This design comes from an exercise in tuning for small area, a short achievable clock period and few clock cycles per item on the open sky130 flow, not from production work. Function was not checked in any run shown here: the RTL went through the layout flow alone. Power and IR drop assume default switching activity.

## flow/design.v (module list and top-level ports; edited modules follow where they fit)
// module csa_fa: 9 lines
// module csa_ha: 8 lines
// module binary_neuron: 1024 lines
module binary_neuron (
    input  logic                    clk,
    input  logic                    reset,
    input  logic                    in_valid,
    output logic                    in_ready,
    input  logic [320:0]            in_req,
    output logic                    out_valid,
    input  logic                    out_ready,
    output logic [9:0]              out_sum
);
  // ...
==> flow/flow/run.sh <==
#!/bin/bash
# The standard layout (standard.sh: ORFS synthesis to final layout), with
# one change: the input and output ports are buffered with the smallest
# buffer, sky130_fd_sc_hd__buf_1, instead of the cell buffer_ports picks by
# default (clkdlybuf4s50_1).  Later repair steps may still resize them.
set -euo pipefail
export BUFFER_PORTS_ARGS="-buffer_cell sky130_fd_sc_hd__buf_1"
bash standard.sh > standard_flow.log 2>&1
==> flow/standard.sh <==
#!/bin/bash
# synth_recipe.tcl (not shown) runs the flow's synth.tcl, then flattens the netlist and writes it again
# the make line also repeats each setting of config.mk as NAME=value (left out here)
make -C /OpenROAD-flow-scripts/flow DESIGN_CONFIG=/design/flow/config.mk WORK_HOME=/design/flow/orfs CLKGATE_MAP_FILE= SYNTH_SCRIPT=/design/flow/synth_recipe.tcl "${@:-finish}"
==> flow/config.mk <==
export PLATFORM = sky130hd
export DESIGN_NAME = binary_neuron
export DESIGN_NICKNAME = binary_neuron
export VERILOG_FILES = /design/flow/design.v
export SDC_FILE = /design/flow/constraint.sdc
export NUM_CORES = 4
export LEC_CHECK = 0
export CAP_MARGIN = 20
export CORE_MARGIN = 2
export CORE_UTILIZATION = 40
export CTS_BUF_LIST = sky130_fd_sc_hd__clkbuf_8
export SLEW_MARGIN = 20
export SYNTH_HIERARCHICAL = 1
export SYNTH_MINIMUM_KEEP_SIZE = 0
==> flow/constraint.sdc <==
create_clock -name core_clock -period 6.0 [get_ports {clk}]
set_input_delay 1.2000 -clock core_clock [delete_from_list [all_inputs] [get_ports {clk}]]
set_output_delay 1.2000 -clock core_clock [all_outputs]
set_load 0.01 [all_outputs]
==> flow_metrics.env, run 1 <==
export IMPL_hold_depth=0
export IMPL_drcViolationCount=0
export IMPL_fin_hold_ws_ns=0.327
export IMPL_num_vias=9601
export IMPL_grt_max_degree=28
export IMPL_cts_resized=0
export IMPL_regMostFlops="q_data"
export IMPL_hold_class="reg2reg"
export IMPL_track_usage_pct=18.8
export IMPL_fmax_ghz=0.391
export IMPL_taps=511
export IMPL_bufAreaShareNonClock_pct=7.04
export IMPL_synth_cell_types=31
export IMPL_hold_viol=0
export IMPL_syn_area_per_cell_um2=12.4
export IMPL_clock_latency_ns=0.57
export IMPL_synthTopCellsByArea="fa_1 32%, dfxtp_1 30%, edfxtp_1 9.9%"
export IMPL_ir_drop_uv=326
export IMPL_relSlewSlack_pct=35.4
export IMPL_rsz0062_at_grt="false"
export IMPL_syn_nets=1803
export IMPL_n_clock_buffer=58
export IMPL_post_cts_repair_setup_buffers=0
export IMPL_synth_flop_cell="dfxtp_1"
export IMPL_p_switching_uw=3490
export IMPL_core_area_mm2=0.0374
export IMPL_status="timing/DRC/antenna clean"
export IMPL_yosysWarningCount=8
export IMPL_pin_count=337
export IMPL_power_top_group="combinational cells"
==> run 2, diff against run 1 <==
--- a/flow/design.v
+++ b/flow/design.v
@@ -215,18 +215,18 @@
     wire q3_61 = ~(in_req[76] ^ (~in_req[3] & (in_req[73] | in_req[74] | in_req[75])));
     wire p1_62 = in_req[70] ^ (~in_req[2] & in_req[69]);
     wire p2_62 = in_req[71] ^ (~in_req[2] & (in_req[69] | in_req[70]));
     wire q3_62 = ~(in_req[72] ^ (~in_req[2] & (in_req[69] | in_req[70] | in_req[71])));
     wire p1_63 = in_req[66] ^ (~in_req[1] & in_req[65]);
     wire p2_63 = in_req[67] ^ (~in_req[1] & (in_req[65] | in_req[66]));
     wire q3_63 = ~(in_req[68] ^ (~in_req[1] & (in_req[65] | in_req[66] | in_req[67])));
     logic r1_s39, r1_s41, r1_s43, r1_s45, r1_s47, r1_s49, r1_s51, r1_s53, r1_s55, r1_s107, r1_c44, r1_c46, r1_c48, r1_c50, r1_c52, r1_c54, r1_c56, r1_s109, r1_s111, r1_s113, r1_s115, r1_s117, r1_s119, r1_s121, r1_s123, r1_s125, r1_s127, r1_s129, r1_s131, r1_s133, r1_s135, r1_s161, r1_s163, r1_s165, r1_s167, r1_s169, r1_s171, r1_s173, r1_s175, r1_s177, r1_s179, r1_s181, r1_s183, r1_s185, r1_s187, r1_s189, r1_s191, r1_s193, r1_s195, r1_s197, r1_s199, r1_s201, r1_c110, r1_c112, r1_c114, r1_c116, r1_c118, r1_c120, r1_c122, r1_c124, r1_c126, r1_c128, r1_c130, r1_c132, r1_c134, r1_c136, r1_s203, r1_s205, r1_s207, r1_s209, r1_s211, r1_s213, r1_s215, r1_s217, r1_q3_62, r1_q3_63, r1_c162, r1_c164, r1_c166, r1_c168, r1_c170, r1_c172, r1_c174, r1_c176, r1_c178, r1_c180, r1_c182, r1_c184, r1_c186, r1_c188, r1_c190, r1_c192, r1_c194, r1_c196, r1_c198, r1_c200, r1_c202, r1_s273, r1_s275, r1_s277, r1_s279, r1_s281, r1_s283, r1_s285, r1_s287, r1_s289, r1_s291, r1_s293, r1_s295, r1_s297, r1_s299, r1_s301, r1_s303, r1_s305, r1_s307, r1_s309, r1_s311, r1_s313, r1_c204, r1_c206, r1_c208, r1_c210, r1_c212, r1_c214, r1_c216, r1_c218, r1_c274, r1_c276, r1_c278, r1_c280, r1_c282, r1_c284, r1_c286, r1_c288, r1_c290, r1_c292, r1_c294, r1_c296, r1_c298, r1_c300, r1_c302, r1_c304, r1_c306, r1_c308, r1_c310, r1_c312, r1_c314;
-    logic r2_s265, r2_s267, r2_s269, r2_s379, r2_c268, r2_s381, r2_c270, r2_s383, r2_s385, r2_c376, r2_c378, r2_c380, r2_s433, r2_c382, r2_s435, r2_s437, r2_s439, r2_c384, r2_c386, r2_s459, r2_s461, r2_s463, r2_c434, r2_c436, r2_c438, r2_s465, r2_c440, r2_s467, r2_s483, r2_c464, r2_c466, r2_c468, r2_s485, r2_c484, r2_c486, r2_g506, r2_s63, r2_g505;
-    logic r3_s477, r3_c452, r3_s479, r3_c478, r3_s493, r3_c480, r3_c492, r3_s499, r3_c494, r3_s503, r3_g518, r3_c504, r3_s63, r3_g505, r3_g513, r3_g515, r3_g517;
+    logic r2_s265, r2_s267, r2_s269, r2_s379, r2_c268, r2_s381, r2_c270, r2_s383, r2_s385, r2_c376, r2_c378, r2_c380, r2_s433, r2_c382, r2_s435, r2_s437, r2_s439, r2_c384, r2_c386, r2_s459, r2_s461, r2_s463, r2_c434, r2_c436, r2_c438, r2_s465, r2_c440, r2_s467, r2_s483, r2_c464, r2_c466, r2_c468, r2_s485, r2_c484, r2_c486, r2_s63, r2_s157, r2_s159;
+    logic r3_s477, r3_c452, r3_s479, r3_c478, r3_s493, r3_c480, r3_c492, r3_s499, r3_c494, r3_c498, r3_c500, r3_s63, r3_s157, r3_s271, r3_s391, r3_s451, r3_s159;
     wire s1 = ~(in_req[317] ^ in_req[313]);
     wire c2 = in_req[317] | in_req[313];
     wire s3, c4;
     csa_fa u_s3 (.a(in_req[309]), .b(in_req[305]), .c(in_req[301]), .s(s3), .co(c4));
     wire s5, c6;
     csa_fa u_s5 (.a(in_req[297]), .b(in_req[293]), .c(in_req[289]), .s(s5), .co(c6));
     wire s7, c8;
     csa_fa u_s7 (.a(in_req[285]), .b(in_req[281]), .c(in_req[277]), .s(s7), .co(c8));
@@ -719,46 +719,21 @@
     wire s495, c496;
     csa_fa u_s495 (.a(r3_c478), .b(r3_s493), .c(r3_c480), .s(s495), .co(c496));
     wire s497 = ~(r2_c484 ^ r2_c486);
     wire c498 = r2_c484 | r2_c486;
     wire s499, c500;
     csa_fa u_s499 (.a(c488), .b(s497), .c(c490), .s(s499), .co(c500));
     wire s501, c502;
     csa_fa u_s501 (.a(r3_c492), .b(r3_s499), .c(r3_c494), .s(s501), .co(c502));
-    wire s503 = ~(c498 ^ c500);
-    wire c504 = c498 | c500;
-    wire g505 = s157 ^ s159;
-    wire g506 = s157 & s159;
-    wire g507 = s495 ^ c482;
-    wire g508 = s495 & c482;
-    wire g509 = s501 ^ c496;
-    wire g510 = s501 & c496;
-    wire g511 = r3_s503 ^ c502;
-    wire g512 = r3_s503 & c502;
-    wire g513 = s271 ^ r2_g506;
-    wire g514 = s271 & r2_g506;
-    wire g515 = s391 ^ g514;
-    wire g516 = s391 & g514;
-    wire g517 = s451 ^ g516;
-    wire g518 = s451 & g516;
-    wire g519 = s481 ^ r3_g518;
-    wire g520 = s481 & r3_g518;
-    wire g521 = g507 ^ g520;
-    wire g522 = g508 | (g507 & g520);
-    wire g523 = g509 ^ g522;
-    wire g524 = g510 | (g509 & g508);
-    wire g525 = g509 & g507;
-    wire g526 = g524 | (g525 & g520);
-    wire g527 = g511 ^ g526;
-    wire g528 = g512 | (g511 & g510);
-    wire g529 = g511 & g509;
-    wire g530 = g528 | (g529 & g522);
-    wire g531 = r3_c504 ^ g530;
-    wire [9:0] total = {g531, g527, g523, g521, g519, r3_g517, r3_g515, r3_g513, r3_g505, r3_s63};
+    wire s503 = ~(r3_c498 ^ r3_c500);
+    wire c504 = r3_c498 | r3_c500;
+    wire [9:0] row_a = {c504, s503, s501, s495, s481, r3_s451, r3_s391, r3_s271, r3_s157, r3_s63};
+    wire [9:0] row_b = {1'b0, c502, c496, c482, 1'b0, 1'b0, 1'b0, 1'b0, r3_s159, 1'b0};
+    wire [9:0] total = row_a + row_b;
     logic         accept, pop;
     logic [4:0] pending, pending_next;
     assign accept = in_valid && in_ready;
     assign pop    = out_valid && out_ready;
     always_comb begin
         case ({accept, pop})
             2'b10:   pending_next = {pending[3:0], 1'b1};
             2'b01:   pending_next = {1'b0, pending[4:1]};
@@ -962,38 +937,38 @@
         r2_s467 <= s467;
         r2_s483 <= s483;
         r2_c464 <= c464;
         r2_c466 <= c466;
         r2_c468 <= c468;
         r2_s485 <= s485;
         r2_c484 <= c484;
         r2_c486 <= c486;
-        r2_g506 <= g506;
         r2_s63 <= s63;
-        r2_g505 <= g505;
+        r2_s157 <= s157;
+        r2_s159 <= s159;
     end
     always_ff @(posedge clk) begin
         r3_s477 <= s477;
         r3_c452 <= c452;
         r3_s479 <= s479;
         r3_c478 <= c478;
         r3_s493 <= s493;
         r3_c480 <= c480;
         r3_c492 <= c492;
         r3_s499 <= s499;
         r3_c494 <= c494;
-        r3_s503 <= s503;
-        r3_g518 <= g518;
-        r3_c504 <= c504;
+        r3_c498 <= c498;
+        r3_c500 <= c500;
         r3_s63 <= r2_s63;
-        r3_g505 <= r2_g505;
-        r3_g513 <= g513;
-        r3_g515 <= g515;
-        r3_g517 <= g517;
+        r3_s157 <= r2_s157;
+        r3_s271 <= s271;
+        r3_s391 <= s391;
+        r3_s451 <= s451;
+        r3_s159 <= r2_s159;
     end
     logic [9:0]      q_data [0:3];
     logic [3:0]    q_wr, q_rd, q_occ;
     logic [9:0]      q_head;
     logic            q_empty;
     logic            result;        
     logic            head_load;     
     logic            q_push, q_pull;
==> flow/flow/run.sh (replaced) <==
#!/bin/bash
# The standard layout (standard.sh: ORFS synthesis to final layout), with
# two changes:
#  - the input and output ports are buffered with the smallest buffer,
#    sky130_fd_sc_hd__buf_1, instead of the cell buffer_ports picks by default
#    (clkdlybuf4s50_1); later repair steps may still resize them;
#  - clock tree synthesis adds no dummy loads to the clock tree.
set -euo pipefail
export BUFFER_PORTS_ARGS="-buffer_cell sky130_fd_sc_hd__buf_1"
export CTS_ARGS="-sink_clustering_enable -repair_clock_nets -buf_list sky130_fd_sc_hd__clkbuf_8 -dont_use_dummy_load"
bash standard.sh > standard_flow.log 2>&1
==> run 2 against run 1 <==
  * Largest power group unchanged
  * Core utilization shrank 0.91 points
  * Critical path depth is the same
  * Count of clock-buffer cells in the layout shrank 12
==> flow_metrics.env, run 2 <==
export IMPL_hold_class="reg2reg"
export IMPL_tightestPinTransition_ns=0.892
export IMPL_final_nets=2172
export IMPL_final_common_cell="buf_1"
export IMPL_routed_wl_met2_um=18600
export IMPL_hpwlAfterDp_um=30300
export IMPL_maxSlewViolCount=0
export IMPL_drv_cap=0
export IMPL_relSlewSlack_pct=40.4
export IMPL_fin_crit_sh_pct=43.1
export IMPL_ys_ff_latch=274
export IMPL_fin_total_pwr_uw=8810
export IMPL_rows=71
export IMPL_cts_buffers=46
export IMPL_reg2reg_from="r1_s287"
export IMPL_r2r_setup_slack_ns=3.41
export IMPL_grt_pass1_vias=10100
export IMPL_drive_gt1_share_pct=3.22
export IMPL_htree_levels=2
export IMPL_n_fill_cell=3483
export IMPL_required_ns=6.41
export IMPL_final_cell_mix="336 x buf_1, 243 x fa_1, 224 x dfxtp_1"
export IMPL_fmax_ghz=0.387
export IMPL_period_minus_slack_ns=2.59
export IMPL_wl_met3_um=1340
export IMPL_clkSlewWorstSetupHoldPaths_ns=0.06
export IMPL_gr_total_overflow=0
export IMPL_path_class="reg2reg"
export IMPL_antenna_left=0
export IMPL_wire_per_inst_um=16.8
export IMPL_hold_start="r2_s159"
export IMPL_yosys_area_top_type="fa_1"
export IMPL_fin_setup_tns_ns=0
export IMPL_p_per_area_mw_per_mm2=501
export IMPL_synth_top_area_share_pct=32.2
export IMPL_pin_count=337
export IMPL_arrival_ns=2.99
export IMPL_crit_buf_inv=0
export IMPL_yosysWarningCount=8
export IMPL_syn_to_final_growth_pct=16.5
export IMPL_synth_flop_cell="dfxtp_1"
export IMPL_max_stage_delay_ns=0.66
export IMPL_hold_viol=0
export IMPL_cts_tree="done"
export IMPL_critPathMaxFanout=1
export IMPL_setup_viol=0
export IMPL_post_cts_repair_setup_buffers=0
export IMPL_drcViolationCount=0
export IMPL_regMostFlops="q_data"
export IMPL_critPathLaunchType="register"
export IMPL_rsz0062_at_grt="false"
export IMPL_clock_latency_ns=0.54
export IMPL_synth_cell_types=33
export IMPL_num_vias=9465
export IMPL_die_area_mm2=0.0393
export IMPL_reg_top3="q_data: 40 flops, out_sum: 10 flops, pending: 5 flops"
export IMPL_status="timing/DRC/antenna clean"
export IMPL_crit_family="adder cells"
export IMPL_ir_drop_uv=326
export IMPL_syn_area_per_cell_um2=12.4
export IMPL_synthArstFlopShare_pct=0
export IMPL_postSynthCellCount=1214
export IMPL_place_gp_congestion=0.828
export IMPL_largest_register_ffs=40
export IMPL_synth_edf_count=50
export IMPL_crit_path_top_delay_cell="fa_1"
export IMPL_multi_input_area_mm2=0.00893
export IMPL_numPortBuffers=336
export IMPL_r2r_cells=4
export IMPL_wl_um=35300
export IMPL_antenna_found_initial=0
export IMPL_core_area_mm2=0.0374
export IMPL_top_layer="met4"
export IMPL_drtIter0Drc=289
export IMPL_syn_nets=1799
export IMPL_synthTopCellsByArea="fa_1 32%, dfxtp_1 30%, edfxtp_1 9.9%"
export IMPL_synth_common_cells="243 x fa_1, 224 x dfxtp_1, 215 x nor2_1, 131 x xnor2_1, 68 x xor2_1"
export IMPL_root_buffer="clkbuf_8"
export IMPL_m1WireLength_um=14800
export IMPL_diodes=0
export IMPL_synth_seq_area_share_pct=39.7
export IMPL_die_height_um=198
export IMPL_track_usage_pct=18.6
export IMPL_register_area_mm2=0.00599
export IMPL_grt_max_degree=27
export IMPL_first_pass_iters=4
export IMPL_crit_top_cell="fa_1"
export IMPL_viasPerCell=4.52
export IMPL_hold_path_endpoint="r3_s159"
export IMPL_path_cells="fa_1, fa_1, fa_1, fa_1"
export IMPL_leakagePower_uw=0.00652
export IMPL_endpoint_kind="register"
export IMPL_die_w_um=198
export IMPL_clock_sinks=274
export IMPL_clockBufferDepth=3
export IMPL_hold_depth=0
export IMPL_grt_pass1_wl_um=54700
export IMPL_post_synth_top_count_cell="fa_1"
export IMPL_reg2reg_to="r2_s385"
export IMPL_cts_hold_buf=0
export IMPL_synth_area_mm2=0.0151
export IMPL_start_util_pct=40.3
export IMPL_finClkSkew_ns=0.0609
export IMPL_cts_resized=0
==> run 2: cell count changes in the layout (fill, tap and decap cells not counted), sizes merged, moves of 3 or more <==
cell    delta
inv       -17
clkbuf    -12
clkinv     -7
ha         -3
nor2       -3
xor2       +3
==> run 2: cells by family (layout without fill, tap and decap cells) <==
kind of cell	after synthesis	count (layout)	share of synthesized area (%)
compound gates	56	56	2.56
xor+xnor	199	199	11.5
flops	274	274	39.7
buf+inv	47	418	1.18
fa+ha+maj	260	260	33.6
simple gates	376	376	11.3
mux	2	2	0.133
==> run 2: power by group <==
part	switching, uW	internal, uW
logic	2400	2030
clock network	632	673
registers	338	2740
==> run 2: per-module statistics from Yosys (local to each module, per instance) <==
module	flops+latches	cell area, um2	times used	cells inside
binary_neuron	274	10200	1	971
csa_fa	0	20.0	243	1
==> run 2: final cells by class <==
| class | count | share of cell area, % |
|---|---|---|
| flip-flops and latches | 274 | 34.0 |
| clock buffers | 46 | 3.60 |
| inverters | 36 | 0.769 |
| well taps | 511 | 3.64 |
| repair buffers | 336 | 7.17 |
| multi-input cells | 893 | 50.8 |
==> run 2: worst max-delay path by stage <==
stage,endpoint,slack (ns),cells past startpoint,start
2_1_floorplan,q_occ[0],3.35,8,out_ready
3_3_place_gp,r1_s133,3.05,5,in_req[129]
3_5_place_dp,r1_s133,3.06,5,in_req[141]
4_1_cts,r2_s385,3.38,4,r1_s287
5_1_grt,q_occ[0],3.30,6,q_occ[0]
6_report,r2_s385,3.41,4,r1_s287
==> run 2: metrics by stage <==
stage	setup WS [ns]	instances	util, %	area, um2	hold WS, ns
after detailed placement	3.06	2050	45.3	16900	0.312
after CTS	3.38	2096	47.0	17600	0.326
after global placement	3.05	2050	45.3	16900	0.313
after floorplan	3.35	1214	-	15100	0.310
after global routing	3.30	2096	47.0	17600	0.335
final	3.41	2096	47.0	17600	0.325
==> run 2: layer usage <==
| metal | track usage (%) | vias to the layer above |
|---|---|---|
| met5 | 0 | - |
| met4 | 4.26 | 0 |
| met3 | 2.32 | 33 |
| met2 | 34.0 | 240 |
| met1 | 23.4 | 4590 |
| li1 | - | 4602 |

what the ideal ports hide:
The flow's constraints put no driver on any port. The routed layouts listed below were extracted and timed again, unchanged, in two steps.
Step 1 assumes that a clkbuf_16 drives the clock port and a buf_2 every other input.
Step 2, shift: input delay + t, output delay - t, t = (earliest + latest rising clock arrival at the registers) / 2. This alone moves slack from input paths to output paths.
Slacks: ideal ports / drivers / drivers and shift; pairs: ideal ports / drivers.
| run | t, ns | setup WS [ns] | worst setup path after step 2 | worst register clock-pin slew, ns |
|---|---|---|---|---|
| run 1 | 0.597 | 3.444 / 3.444 / 3.020 | input to register | 0.06 / 0.06 |
| run 2 | 0.561 | 3.414 / 3.414 / 3.074 | input to register | 0.06 / 0.06 |
After both steps every run listed still meets setup and hold. For run 1, which loses most, drivers alone change the setup slack by 0.000 ns; drivers and shift together by -0.424 ns.
